Source: an optimization exercise on an open RTL-to-GDS flow (aim: small area and a short achievable clock period). Production flows keep margins and buffers that such runs may drop.
Function was checked by simulation only, so behaviour that the tests miss may differ from the original.
Power is estimated from default activity; no workload was simulated.

==> inputs of violet <==
==> flow/design.v <==
`timescale 1ns/1ps
module router_input_queue (
  input  logic        clk,
  input  logic        rst,
  input  logic        wr_i,
  input  logic [33:0] data_i,
  input  logic        rd_i,
  output logic [33:0] data_o,
  output logic        empty_o,
  output logic        full_o
);
  logic [33:0] mem [4];
  logic [1:0]  rd_ptr;
  logic [1:0]  wr_ptr;
  logic        empty_q;
  logic        full_q;
  logic [3:0]  rd_sel;
  logic [1:0]  used;
  logic        one_left;      
  logic        three_held;    
  logic pop;
  assign empty_o = empty_q;
  assign full_o  = full_q;
  assign pop = rd_i & ~empty_q;
  always_comb begin
    for (int j = 0; j < 4; j++) begin
      rd_sel[j] = ~empty_q & (rd_ptr == 2'(j));
    end
    data_o = empty_q ? data_i : '0;
    for (int j = 0; j < 4; j++) begin
      data_o = data_o | ({34{rd_sel[j]}} & mem[j]);
    end
  end
  assign used       = wr_ptr - rd_ptr;
  assign one_left   = (used == 2'd1);
  assign three_held = (used == 2'd3);
  logic push_rd, push_nrd;
  logic empty_rd, empty_nrd, full_rd, full_nrd;
  assign push_nrd  = wr_i & ~full_q;
  assign push_rd   = wr_i & ~full_q & ~empty_q;
  assign empty_nrd = empty_q & ~push_nrd;
  assign empty_rd  = empty_q | (one_left & ~push_rd);
  assign full_nrd  = full_q | (three_held & push_nrd);
  assign full_rd   = 1'b0;
  always_ff @(posedge clk) begin
    if (rst) begin
      rd_ptr  <= '0;
      wr_ptr  <= '0;
      empty_q <= 1'b1;
      full_q  <= 1'b0;
    end else begin
      if (pop) begin
        rd_ptr <= rd_ptr + 1'b1;
      end
      if (rd_i ? push_rd : push_nrd) begin
        wr_ptr <= wr_ptr + 1'b1;
      end
      empty_q <= rd_i ? empty_rd : empty_nrd;
      full_q  <= rd_i ? full_rd : full_nrd;
    end
  end
  always_ff @(posedge clk) begin
    if (wr_i & ~full_o) begin
      mem[wr_ptr] <= data_i;
    end
  end
endmodule
`timescale 1ns/1ps
module xy_lookahead_route (
  input  logic [5:0] position_i,
  input  logic [5:0] destination_i,
  input  logic [4:0] route_i,
  output logic [3:0] cmp_o           
);
  logic [2:0] pos_x, pos_y, dst_x, dst_y, nb_x, nb_y;
  assign pos_x = position_i[5:3];
  assign pos_y = position_i[2:0];
  assign dst_x = destination_i[5:3];
  assign dst_y = destination_i[2:0];
  always_comb begin
    nb_x = route_i[3] ? pos_x + 1'b1 : (route_i[2] ? pos_x - 1'b1 : pos_x);
    nb_y = route_i[1] ? pos_y + 1'b1 : (route_i[0] ? pos_y - 1'b1 : pos_y);
  end
  assign cmp_o = route_i[4] ? 4'b0000 : {dst_x > nb_x, dst_x < nb_x, dst_y > nb_y, dst_y < nb_y};
endmodule
`timescale 1ns/1ps
module router_input_port (
  input  logic        clk,
  input  logic        rst,
  input  logic [5:0]  position_i,
  input  logic [34:0] link_i,
  input  logic        pop_i,
  output logic [33:0] head_o,
  output logic        valid_o,
  output logic [4:0]  request_o,
  output logic        stop_o
);
  logic        empty;
  logic [33:0] front;
  logic [3:0]  next_cmp;
  router_input_queue u_router_input_queue (
    .clk     (clk),
    .rst     (rst),
    .wr_i    (~link_i[34]),
    .data_i  (link_i[33:0]),
    .rd_i    (pop_i),
    .data_o  (front),
    .empty_o (empty),
    .full_o  (stop_o)
  );
  assign valid_o = ~(empty & link_i[34]);
  xy_lookahead_route u_xy_lookahead_route (
    .position_i    (position_i),
    .destination_i (front[25:20]),
    .route_i       (front[4:0]),
    .cmp_o         (next_cmp)
  );
  assign head_o = {front[33:5], front[33] ? {1'b0, next_cmp} : front[4:0]};
  assign request_o = {5{valid_o & front[33]}} & front[4:0];
endmodule
`timescale 1ns/1ps
module router_arbiter #(
  parameter int out_port = 0
) (
  input  logic       clk,
  input  logic       rst,
  input  logic [4:0] request_i,
  input  logic       fwd_i,
  input  logic       fwd_tail_i,
  output logic [4:0] grant_o
);
  localparam int np = 5;
  logic [4:0]  last_q;    
  logic        locked_q;
  logic [4:0]  req;
  logic [4:0]  rr_grant;
  logic [24:0] ahead;     
  always_comb begin
    req = request_i;
    req[out_port] = 1'b0;
  end
  always_comb begin
    for (int j = 0; j < np; j++) begin
      for (int k = 0; k < np; k++) begin
        ahead[j*np + k] = 1'b0;
        for (int d = 0; d < np; d++) begin
          if (d < (j - k + np) % np) ahead[j*np + k] = ahead[j*np + k] | last_q[(k + d) % np];
        end
      end
    end
  end
  always_comb begin
    for (int k = 0; k < np; k++) begin
      rr_grant[k] = req[k];
      for (int j = 0; j < np; j++) begin
        if (j != k && j != out_port && k != out_port) begin
          rr_grant[k] = rr_grant[k] & ~(req[j] & ahead[j*np + k]);
        end
      end
    end
  end
  assign grant_o = locked_q ? last_q : rr_grant;
  always_ff @(posedge clk) begin
    if (rst) begin
      last_q   <= 5'b10000;
      locked_q <= 1'b0;
    end else if (fwd_i) begin
      last_q   <= grant_o;
      locked_q <= ~fwd_tail_i;
    end
  end
endmodule
`timescale 1ns/1ps
module router_output_port #(
  parameter int out_port = 0
) (
  input  logic          clk,
  input  logic          rst,
  input  logic [169:0]  heads_i,
  input  logic [4:0]    valid_i,
  input  logic [4:0]    requests_i,
  input  logic          stop_i,
  output logic [4:0]    pop_o,
  output logic [34:0]   link_o
);
  localparam int np = 5;
  logic [4:0]  grant;
  logic [33:0] xbar_flit;
  logic        xbar_valid;
  logic        fwd;
  logic        void_q;
  logic [33:0] flit_q;
  router_arbiter #(
    .out_port (out_port)
  ) u_router_arbiter (
    .clk        (clk),
    .rst        (rst),
    .request_i  (requests_i),
    .fwd_i      (fwd),
    .fwd_tail_i (xbar_flit[32]),
    .grant_o    (grant)
  );
  always_comb begin
    xbar_flit  = '0;
    xbar_valid = 1'b0;
    for (int k = 0; k < np; k++) begin
      if (k != out_port) begin
        xbar_flit  = xbar_flit | ({34{grant[k]}} & heads_i[k*34 +: 34]);
        xbar_valid = xbar_valid | (grant[k] & valid_i[k]);
      end
    end
  end
  assign fwd = xbar_valid & ~stop_i;
  always_comb begin
    for (int k = 0; k < np; k++) begin
      pop_o[k] = (k != out_port) ? (grant[k] & valid_i[k] & ~stop_i) : 1'b0;
    end
  end
  always_ff @(posedge clk) begin
    if (rst) begin
      void_q <= 1'b1;
    end else if (!stop_i) begin
      void_q <= ~xbar_valid;
    end
  end
  always_ff @(posedge clk) begin
    if (!stop_i) begin
      flit_q <= xbar_flit;
    end
  end
  logic [4:0] next_route;
  logic [3:0] c;
  assign c = flit_q[3:0];
  always_comb begin
    if (out_port == 4) begin
      next_route = 5'b10000;
    end else begin
      next_route[3] = c[3];
      next_route[2] = c[2];
      next_route[1] = ~c[3] & ~c[2] & c[1];
      next_route[0] = ~c[3] & ~c[2] & c[0];
      next_route[4] = ~(|c);
    end
  end
  assign link_o = {void_q, flit_q[33:5], flit_q[33] ? next_route : flit_q[4:0]};
endmodule
`timescale 1ns/1ps
module lookahead_router (
  input  logic         clk,
  input  logic         rst,
  input  logic [5:0]   position_i,
  input  logic [174:0] link_i,
  output logic [4:0]   stop_o,
  output logic [174:0] link_o,
  input  logic [4:0]   stop_i
);
  localparam int num_ports = 5;
  logic [169:0] heads;
  logic [4:0]   valids;
  logic [24:0]  requests;    
  logic [24:0]  req_by_out;  
  logic [24:0]  pops;        
  logic [4:0]   pop_in;
  logic [5:0]   position_q;
  always_ff @(posedge clk) begin
    position_q <= position_i;
  end
  always_comb begin
    pop_in = '0;
    for (int o = 0; o < num_ports; o++) begin
      pop_in = pop_in | pops[o*5 +: 5];
    end
    for (int o = 0; o < num_ports; o++) begin
      for (int i = 0; i < num_ports; i++) begin
        req_by_out[o*5 + i] = requests[i*5 + o];
      end
    end
  end
  for (genvar i = 0; i < num_ports; i++) begin : g_input
    router_input_port u_router_input_port (
      .clk       (clk),
      .rst       (rst),
      .position_i (position_q),
      .link_i    (link_i[i*35 +: 35]),
      .pop_i     (pop_in[i]),
      .head_o    (heads[i*34 +: 34]),
      .valid_o   (valids[i]),
      .request_o (requests[i*5 +: 5]),
      .stop_o    (stop_o[i])
    );
  end
  for (genvar o = 0; o < num_ports; o++) begin : g_output
    router_output_port #(
      .out_port (o)
    ) u_router_output_port (
      .clk        (clk),
      .rst        (rst),
      .heads_i    (heads),
      .valid_i    (valids),
      .requests_i (req_by_out[o*5 +: 5]),
      .stop_i     (stop_i[o]),
      .pop_o      (pops[o*5 +: 5]),
      .link_o     (link_o[o*35 +: 35])
    );
  end
endmodule
==> flow/flow/run.sh <==
#!/bin/bash
# Standard ORFS layout with plain buffers on the ports (one per port, as the
# standard flow does), a tighter setup target for the resizer and a clock
# tree built from smaller buffers without dummy loads.
set -euo pipefail
bash standard.sh \
  BUFFER_PORTS_ARGS="-buffer_cell sky130_fd_sc_hd__buf_1" \
  SLEW_MARGIN=40 CAP_MARGIN=30 \
  SETUP_SLACK_MARGIN=5.25 \
  CTS_ARGS="-sink_clustering_enable -repair_clock_nets -dont_use_dummy_load -buf_list sky130_fd_sc_hd__clkbuf_8 -sink_clustering_size 12 -sink_clustering_max_diameter 45" \
  finish > flow_make.log 2>&1
==> flow/standard.sh <==
#!/bin/bash
# synth_recipe.tcl (not shown) runs the flow's synth.tcl, then flattens the netlist and writes it again
# the make line also repeats each setting of config.mk as NAME=value (left out here)
make -C /OpenROAD-flow-scripts/flow DESIGN_CONFIG=/design/flow/config.mk WORK_HOME=/design/flow/orfs CLKGATE_MAP_FILE= SYNTH_SCRIPT=/design/flow/synth_recipe.tcl "${@:-finish}"
==> flow/config.mk <==
export PLATFORM = sky130hd
export DESIGN_NAME = lookahead_router
export DESIGN_NICKNAME = lookahead_router
export VERILOG_FILES = /design/flow/design.v
export SDC_FILE = /design/flow/constraint.sdc
export NUM_CORES = 4
export LEC_CHECK = 0
export CAP_MARGIN = 30
export CORE_MARGIN = 2
export CORE_UTILIZATION = 40
export SETUP_SLACK_MARGIN = 5
export SLEW_MARGIN = 40
==> flow/constraint.sdc <==
create_clock -name core_clock -period 9.0 [get_ports {clk}]
set_input_delay 1.8000 -clock core_clock [delete_from_list [all_inputs] [get_ports {clk}]]
set_output_delay 1.8000 -clock core_clock [all_outputs]
set_load 0.01 [all_outputs]
==> fjord: changes against violet <==
==> flow/design.v, changed modules only <==
module router_input_queue (
  input  logic        clk,
  input  logic        rst,
  input  logic        wr_i,
  input  logic [33:0] data_i,
  input  logic        rd_i,
  output logic [33:0] data_o,
  output logic        empty_o,
  output logic        full_o
);
  logic [33:0] mem [4];
  logic [3:0]  rd_oh;
  logic [1:0]  wr_ptr;
  logic [4:0]  cnt_oh;    
  logic push;
  logic pop;
  assign empty_o = cnt_oh[0];
  assign full_o  = cnt_oh[4];
  assign pop  = rd_i & ~empty_o;
  assign push = wr_i & ~full_o & ~(empty_o & rd_i);
  always_comb begin
    data_o = empty_o ? data_i : '0;
    for (int j = 0; j < 4; j++) begin
      data_o = data_o | ({34{rd_oh[j] & ~empty_o}} & mem[j]);
    end
  end
  always_ff @(posedge clk) begin
    if (rst) begin
      rd_oh  <= 4'b0001;
      wr_ptr <= '0;
      cnt_oh <= 5'b00001;
    end else begin
      if (pop) begin
        rd_oh <= {rd_oh[2:0], rd_oh[3]};
      end
      if (push) begin
        wr_ptr <= wr_ptr + 1'b1;
      end
      if (push & ~pop) begin
        cnt_oh <= {cnt_oh[3:0], 1'b0};
      end else if (pop & ~push) begin
        cnt_oh <= {1'b0, cnt_oh[4:1]};
      end
    end
  end
  always_ff @(posedge clk) begin
    if (wr_i & ~full_o) begin
      mem[wr_ptr] <= data_i;
    end
  end
endmodule
module xy_lookahead_route #(
  parameter int out_port = 0
) (
  input  logic [5:0] position_i,
  input  logic [5:0] destination_i,
  output logic [4:0] next_route_o
);
  localparam logic [4:0] go_north = 5'b00001;
  localparam logic [4:0] go_south = 5'b00010;
  localparam logic [4:0] go_west  = 5'b00100;
  localparam logic [4:0] go_east  = 5'b01000;
  localparam logic [4:0] go_local = 5'b10000;
  logic [2:0] pos_x, pos_y, dst_x, dst_y, nb_x, nb_y;
  assign pos_x = position_i[5:3];
  assign pos_y = position_i[2:0];
  assign dst_x = destination_i[5:3];
  assign dst_y = destination_i[2:0];
  always_comb begin
    nb_x = pos_x;
    nb_y = pos_y;
    case (out_port)
      0: nb_y = pos_y - 1'b1;
      1: nb_y = pos_y + 1'b1;
      2: nb_x = pos_x - 1'b1;
      3: nb_x = pos_x + 1'b1;
      default: ;
    endcase
  end
  always_comb begin
    if (out_port == 4) begin
      next_route_o = go_local;
    end else if (dst_x > nb_x) begin
      next_route_o = go_east;
    end else if (dst_x < nb_x) begin
      next_route_o = go_west;
    end else if (dst_y > nb_y) begin
      next_route_o = go_south;
    end else if (dst_y < nb_y) begin
      next_route_o = go_north;
    end else begin
      next_route_o = go_local;
    end
  end
endmodule
module router_input_port (
  input  logic        clk,
  input  logic        rst,
  input  logic [34:0] link_i,
  input  logic        pop_i,
  output logic [33:0] head_o,
  output logic        valid_o,
  output logic [4:0]  request_o,
  output logic        stop_o
);
  logic empty;
  router_input_queue u_router_input_queue (
    .clk     (clk),
    .rst     (rst),
    .wr_i    (~link_i[34]),
    .data_i  (link_i[33:0]),
    .rd_i    (pop_i),
    .data_o  (head_o),
    .empty_o (empty),
    .full_o  (stop_o)
  );
  assign valid_o = ~(empty & link_i[34]);
  assign request_o = {5{valid_o & head_o[33]}} & head_o[4:0];
endmodule
module router_arbiter #(
  parameter int out_port = 0
) (
  input  logic       clk,
  input  logic       rst,
  input  logic [4:0] request_i,
  input  logic       fwd_head_i,
  input  logic       fwd_tail_i,
  output logic [4:0] grant_o
);
  localparam int np = 5;
  localparam int first = (out_port == 0) ? 1 : 0;
  logic [4:0] ptr_q;      
  logic       locked_q;
  logic [4:0] held_q;
  logic [4:0] req;
  logic [4:0] rr_grant;
  logic [4:0] ptr_d;
  always_comb begin
    req = request_i;
    req[out_port] = 1'b0;
  end
  logic [24:0] ahead;    
  always_comb begin
    for (int j = 0; j < np; j++) begin
      for (int k = 0; k < np; k++) begin
        ahead[j*np + k] = 1'b0;
        for (int d = 1; d < np; d++) begin
          if (d <= (j - k + np) % np) ahead[j*np + k] = ahead[j*np + k] | ptr_q[(k + d) % np];
        end
      end
    end
  end
  always_comb begin
    for (int k = 0; k < np; k++) begin
      rr_grant[k] = req[k];
      for (int j = 0; j < np; j++) begin
        if (j != k && j != out_port && k != out_port) begin
          rr_grant[k] = rr_grant[k] & ~(req[j] & ahead[j*np + k]);
        end
      end
    end
  end
  assign grant_o = locked_q ? held_q : rr_grant;
  always_comb begin
    ptr_d = '0;
    for (int k = 0; k < np; k++) begin
      if ((k + 1) % np == out_port) ptr_d[(k + 2) % np] = ptr_d[(k + 2) % np] | grant_o[k];
      else                          ptr_d[(k + 1) % np] = ptr_d[(k + 1) % np] | grant_o[k];
    end
  end
  always_ff @(posedge clk) begin
    if (rst) begin
      ptr_q    <= 5'(1 << first);
      locked_q <= 1'b0;
    end else if (fwd_tail_i) begin
      locked_q <= 1'b0;
      ptr_q    <= ptr_d;
    end else if (fwd_head_i) begin
      locked_q <= 1'b1;
    end
  end
  always_ff @(posedge clk) begin
    if (!locked_q) begin
      held_q <= rr_grant;
    end
  end
endmodule
module router_output_port #(
  parameter int out_port = 0
) (
  input  logic          clk,
  input  logic          rst,
  input  logic [5:0]    position_i,
  input  logic [169:0]  heads_i,
  input  logic [4:0]    valid_i,
  input  logic [4:0]    requests_i,
  input  logic          stop_i,
  output logic [4:0]    pop_o,
  output logic [34:0]   link_o
);
  localparam int np = 5;
  logic [4:0]  grant;
  logic [33:0] xbar_flit;
  logic        xbar_valid;
  logic        fwd;
  logic        void_q;
  logic [33:0] flit_q;
  logic [4:0]  next_route;
  router_arbiter #(
    .out_port (out_port)
  ) u_router_arbiter (
    .clk        (clk),
    .rst        (rst),
    .request_i  (requests_i),
    .fwd_head_i (fwd & xbar_flit[33]),
    .fwd_tail_i (fwd & xbar_flit[32]),
    .grant_o    (grant)
  );
  always_comb begin
    xbar_flit  = '0;
    xbar_valid = 1'b0;
    for (int k = 0; k < np; k++) begin
      if (k != out_port) begin
        xbar_flit  = xbar_flit | ({34{grant[k]}} & heads_i[k*34 +: 34]);
        xbar_valid = xbar_valid | (grant[k] & valid_i[k]);
      end
    end
  end
  assign fwd = xbar_valid & ~stop_i;
  always_comb begin
    for (int k = 0; k < np; k++) begin
      pop_o[k] = (k != out_port) ? (grant[k] & valid_i[k] & ~stop_i) : 1'b0;
    end
  end
  always_ff @(posedge clk) begin
    if (rst) begin
      void_q <= 1'b1;
    end else if (!stop_i) begin
      void_q <= ~xbar_valid;
    end
  end
  always_ff @(posedge clk) begin
    if (!stop_i) begin
      flit_q <= xbar_flit;
    end
  end
  xy_lookahead_route #(
    .out_port (out_port)
  ) u_xy_lookahead_route (
    .position_i    (position_i),
    .destination_i (flit_q[25:20]),
    .next_route_o  (next_route)
  );
  assign link_o = {void_q, flit_q[33:5], flit_q[33] ? next_route : flit_q[4:0]};
endmodule
module lookahead_router (
  input  logic         clk,
  input  logic         rst,
  input  logic [5:0]   position_i,
  input  logic [174:0] link_i,
  output logic [4:0]   stop_o,
  output logic [174:0] link_o,
  input  logic [4:0]   stop_i
);
  localparam int num_ports = 5;
  logic [169:0] heads;
  logic [4:0]   valids;
  logic [24:0]  requests;    
  logic [24:0]  req_by_out;  
  logic [24:0]  pops;        
  logic [4:0]   pop_in;
  logic [5:0]   position_q;
  always_ff @(posedge clk) begin
    position_q <= position_i;
  end
  always_comb begin
    pop_in = '0;
    for (int o = 0; o < num_ports; o++) begin
      pop_in = pop_in | pops[o*5 +: 5];
    end
    for (int o = 0; o < num_ports; o++) begin
      for (int i = 0; i < num_ports; i++) begin
        req_by_out[o*5 + i] = requests[i*5 + o];
      end
    end
  end
  for (genvar i = 0; i < num_ports; i++) begin : g_input
    router_input_port u_router_input_port (
      .clk       (clk),
      .rst       (rst),
      .link_i    (link_i[i*35 +: 35]),
      .pop_i     (pop_in[i]),
      .head_o    (heads[i*34 +: 34]),
      .valid_o   (valids[i]),
      .request_o (requests[i*5 +: 5]),
      .stop_o    (stop_o[i])
    );
  end
  for (genvar o = 0; o < num_ports; o++) begin : g_output
    router_output_port #(
      .out_port (o)
    ) u_router_output_port (
      .clk        (clk),
      .rst        (rst),
      .position_i (position_q),
      .heads_i    (heads),
      .valid_i    (valids),
      .requests_i (req_by_out[o*5 +: 5]),
      .stop_i     (stop_i[o]),
      .pop_o      (pops[o*5 +: 5]),
      .link_o     (link_o[o*35 +: 35])
    );
  end
endmodule
==> flow/run.sh (new file) <==
#!/bin/bash
# synth_recipe.tcl (not shown) runs the flow's synth.tcl, then flattens the netlist and writes it again
# the make line also repeats each setting of config.mk as NAME=value (left out here)
make -C /OpenROAD-flow-scripts/flow DESIGN_CONFIG=/design/flow/config.mk WORK_HOME=/design/flow/orfs CLKGATE_MAP_FILE= SYNTH_SCRIPT=/design/flow/synth_recipe.tcl finish
- CAP_MARGIN: 30 -> 20
- SETUP_SLACK_MARGIN: 5 -> default
- SLEW_MARGIN: 40 -> 20
removed: flow/flow/run.sh
removed: flow/standard.sh
==> cedar: changes against violet <==
==> flow/design.v, changed modules only <==
module router_arbiter #(
  parameter int out_port = 0
) (
  input  logic       clk,
  input  logic       rst,
  input  logic [4:0] request_i,
  input  logic       fwd_i,
  input  logic       fwd_tail_i,
  output logic [4:0] grant_o,
  output logic [4:0] rr_grant_o,
  output logic [4:0] last_o,
  output logic       locked_o
);
  localparam int np = 5;
  logic [4:0]  last_q;    
  logic        locked_q;
  logic [4:0]  req;
  logic [4:0]  rr_grant;
  logic [24:0] ahead;     
  always_comb begin
    req = request_i;
    req[out_port] = 1'b0;
  end
  always_comb begin
    for (int j = 0; j < np; j++) begin
      for (int k = 0; k < np; k++) begin
        ahead[j*np + k] = 1'b0;
        for (int d = 0; d < np; d++) begin
          if (d < (j - k + np) % np) ahead[j*np + k] = ahead[j*np + k] | last_q[(k + d) % np];
        end
      end
    end
  end
  always_comb begin
    for (int k = 0; k < np; k++) begin
      rr_grant[k] = req[k];
      for (int j = 0; j < np; j++) begin
        if (j != k && j != out_port && k != out_port) begin
          rr_grant[k] = rr_grant[k] & ~(req[j] & ahead[j*np + k]);
        end
      end
    end
  end
  assign grant_o    = locked_q ? last_q : rr_grant;
  assign rr_grant_o = rr_grant;
  assign last_o     = last_q;
  assign locked_o   = locked_q;
  always_ff @(posedge clk) begin
    if (rst) begin
      last_q   <= 5'b10000;
      locked_q <= 1'b0;
    end else if (fwd_i) begin
      last_q   <= grant_o;
      locked_q <= ~fwd_tail_i;
    end
  end
endmodule
module router_output_port #(
  parameter int out_port = 0
) (
  input  logic          clk,
  input  logic          rst,
  input  logic [169:0]  heads_i,
  input  logic [4:0]    valid_i,
  input  logic [4:0]    requests_i,
  input  logic          stop_i,
  output logic [4:0]    pop_o,
  output logic [34:0]   link_o
);
  localparam int np = 5;
  logic [4:0]  grant;
  logic [4:0]  rr_grant;
  logic [4:0]  last;
  logic        locked;
  logic        any_req;
  logic        held_valid;
  logic [33:0] xbar_flit;
  logic        xbar_valid;
  logic        fwd;
  logic        void_q;
  logic [33:0] flit_q;
  router_arbiter #(
    .out_port (out_port)
  ) u_router_arbiter (
    .clk        (clk),
    .rst        (rst),
    .request_i  (requests_i),
    .fwd_i      (fwd),
    .fwd_tail_i (xbar_flit[32]),
    .grant_o    (grant),
    .rr_grant_o (rr_grant),
    .last_o     (last),
    .locked_o   (locked)
  );
  always_comb begin
    xbar_flit = '0;
    for (int k = 0; k < np; k++) begin
      if (k != out_port) begin
        xbar_flit = xbar_flit | ({34{grant[k]}} & heads_i[k*34 +: 34]);
      end
    end
  end
  always_comb begin
    any_req    = 1'b0;
    held_valid = 1'b0;
    for (int k = 0; k < np; k++) begin
      if (k != out_port) begin
        any_req    = any_req | requests_i[k];
        held_valid = held_valid | (last[k] & valid_i[k]);
      end
    end
  end
  assign xbar_valid = locked ? held_valid : any_req;
  assign fwd        = xbar_valid & ~stop_i;
  always_comb begin
    for (int k = 0; k < np; k++) begin
      pop_o[k] = (k != out_port) ? (~stop_i & (locked ? last[k] & valid_i[k] : rr_grant[k])) : 1'b0;
    end
  end
  always_ff @(posedge clk) begin
    if (rst) begin
      void_q <= 1'b1;
    end else if (!stop_i) begin
      void_q <= ~xbar_valid;
    end
  end
  always_ff @(posedge clk) begin
    if (!stop_i) begin
      flit_q <= xbar_flit;
    end
  end
  logic [4:0] next_route;
  logic [3:0] c;
  assign c = flit_q[3:0];
  always_comb begin
    if (out_port == 4) begin
      next_route = 5'b10000;
    end else begin
      next_route[3] = c[3];
      next_route[2] = c[2];
      next_route[1] = ~c[3] & ~c[2] & c[1];
      next_route[0] = ~c[3] & ~c[2] & c[0];
      next_route[4] = ~(|c);
    end
  end
  assign link_o = {void_q, flit_q[33:5], flit_q[33] ? next_route : flit_q[4:0]};
endmodule
--- a/flow/flow/run.sh
+++ b/flow/flow/run.sh
@@ -6,6 +6,6 @@
 bash standard.sh \
   BUFFER_PORTS_ARGS="-buffer_cell sky130_fd_sc_hd__buf_1" \
-  SLEW_MARGIN=40 CAP_MARGIN=30 \
-  SETUP_SLACK_MARGIN=5.25 \
+  SLEW_MARGIN=40 CAP_MARGIN=30 GPL_ROUTABILITY_DRIVEN=0 \
+  SETUP_SLACK_MARGIN=5.25 TNS_END_PERCENT=50 \
   CTS_ARGS="-sink_clustering_enable -repair_clock_nets -dont_use_dummy_load -buf_list sky130_fd_sc_hd__clkbuf_8 -sink_clustering_size 12 -sink_clustering_max_diameter 45" \
   finish > flow_make.log 2>&1
- GPL_ROUTABILITY_DRIVEN: default -> 0
==> flow_summary.yaml <==
outcome:
  run_status: "timing/DRC/antenna clean"
sta:
  skew_ns: 0.1212
finish:
  design.final.nets: 3765
  layout_common_cells: "edfxtp_1, nand2_1, buf_1"
grt:
  grt.met3_usage: 0.08702
pwr:
  p_int_uw: 8631
synthesis:
  ys_seq_elements: 917
  avgSynthCellArea_um2: 12.80
[end of results for cedar]
==> flow_summary.yaml <==
outcome:
  run_status: "timing/DRC/antenna clean"
finish:
  final_common_cell: "edfxtp_1"
  layout_common_cells: "edfxtp_1, clkdlybuf4s50_1, nand2_1"
  design.final.nets: 3601
pwr:
  p_seq_frac: 0.412
  power_leakage_uw: 0.01690
  p_int_uw: 10140
synthesis:
  ys_seq_elements: 966
  avgSynthCellArea_um2: 13.09
  synthAdderAreaFrac: 0.01593
  yosysUniqueCellTypes: 83
grt:
  use_met1: 0.3586
place:
  dpl_cell_area_um2: 45700
cts:
  cts-root-buf: "clkbuf_16"
sta:
  skew_ns: 0.03574
hold_path:
  hold_class: "reg -> reg"
setup_path:
  crit_chain: "inv_1 > ha_1 > ha_1 > nor2b_1 > o21a_1 > o21ai_0 > o32ai_1 > clkdlybuf4s50_1"
[end of results for fjord]
==> flow_summary.yaml <==
finish:
  regMostFlops: "g_input.u_router_input_port.u_router_input_queue.mem"
  layout_common_cells: "edfxtp_1, nand2_1, buf_1"
  design.final.nets: 3886
pwr:
  p_int_uw: 9331
  p_seq_frac: 0.410
setup_path:
  cpPeakStageDelay_ns: 0.51
routing:
  wl_met3_mm: 16.43
place:
  dp_hpwl_mm: 104.1
synthesis:
  ys_top_cells_by_area: "edfxtp_1, a22oi_1, nand2_1"
  synth.most_common_cell: "edfxtp_1"
  ys_seq_elements: 917
sta:
  skew_ns: 0.08101
outcome:
  run_status: "timing/DRC/antenna clean"
grt:
  grt.met3_usage: 0.06352
[end of results for violet]

## re-timing with driven ports
Ports are ideal in the flow. The routed layouts listed here were re-timed in OpenROAD. Step 1 assumes that a clkbuf_16 drives the clock port and a buf_2 every other input. Step 2 adds t to the input delays and takes it off the output delays; t is the mean of the earliest and latest rising clock arrival at the registers after step 1. Input paths then give back, and output paths get back, about the clock's delay inside the block. Three values: ideal ports, drivers, drivers and shift; two values: the first two.
| run | t, ns | setup WS [ns] | clock arrival spread, ns |
|---|---|---|---|
| violet | 0.829 | 5.248 / 5.225 / 4.414 | 0.081 / 0.081 |
| fjord | 0.742 | 3.243 / 3.170 / 2.627 | 0.038 / 0.039 |
| cedar | 0.822 | 5.202 / 5.138 / 4.397 | 0.121 / 0.122 |
After both steps setup and hold are still met in every run listed. For violet, which loses most, drivers alone change the setup slack by -0.023 ns; drivers and shift together by -0.834 ns.
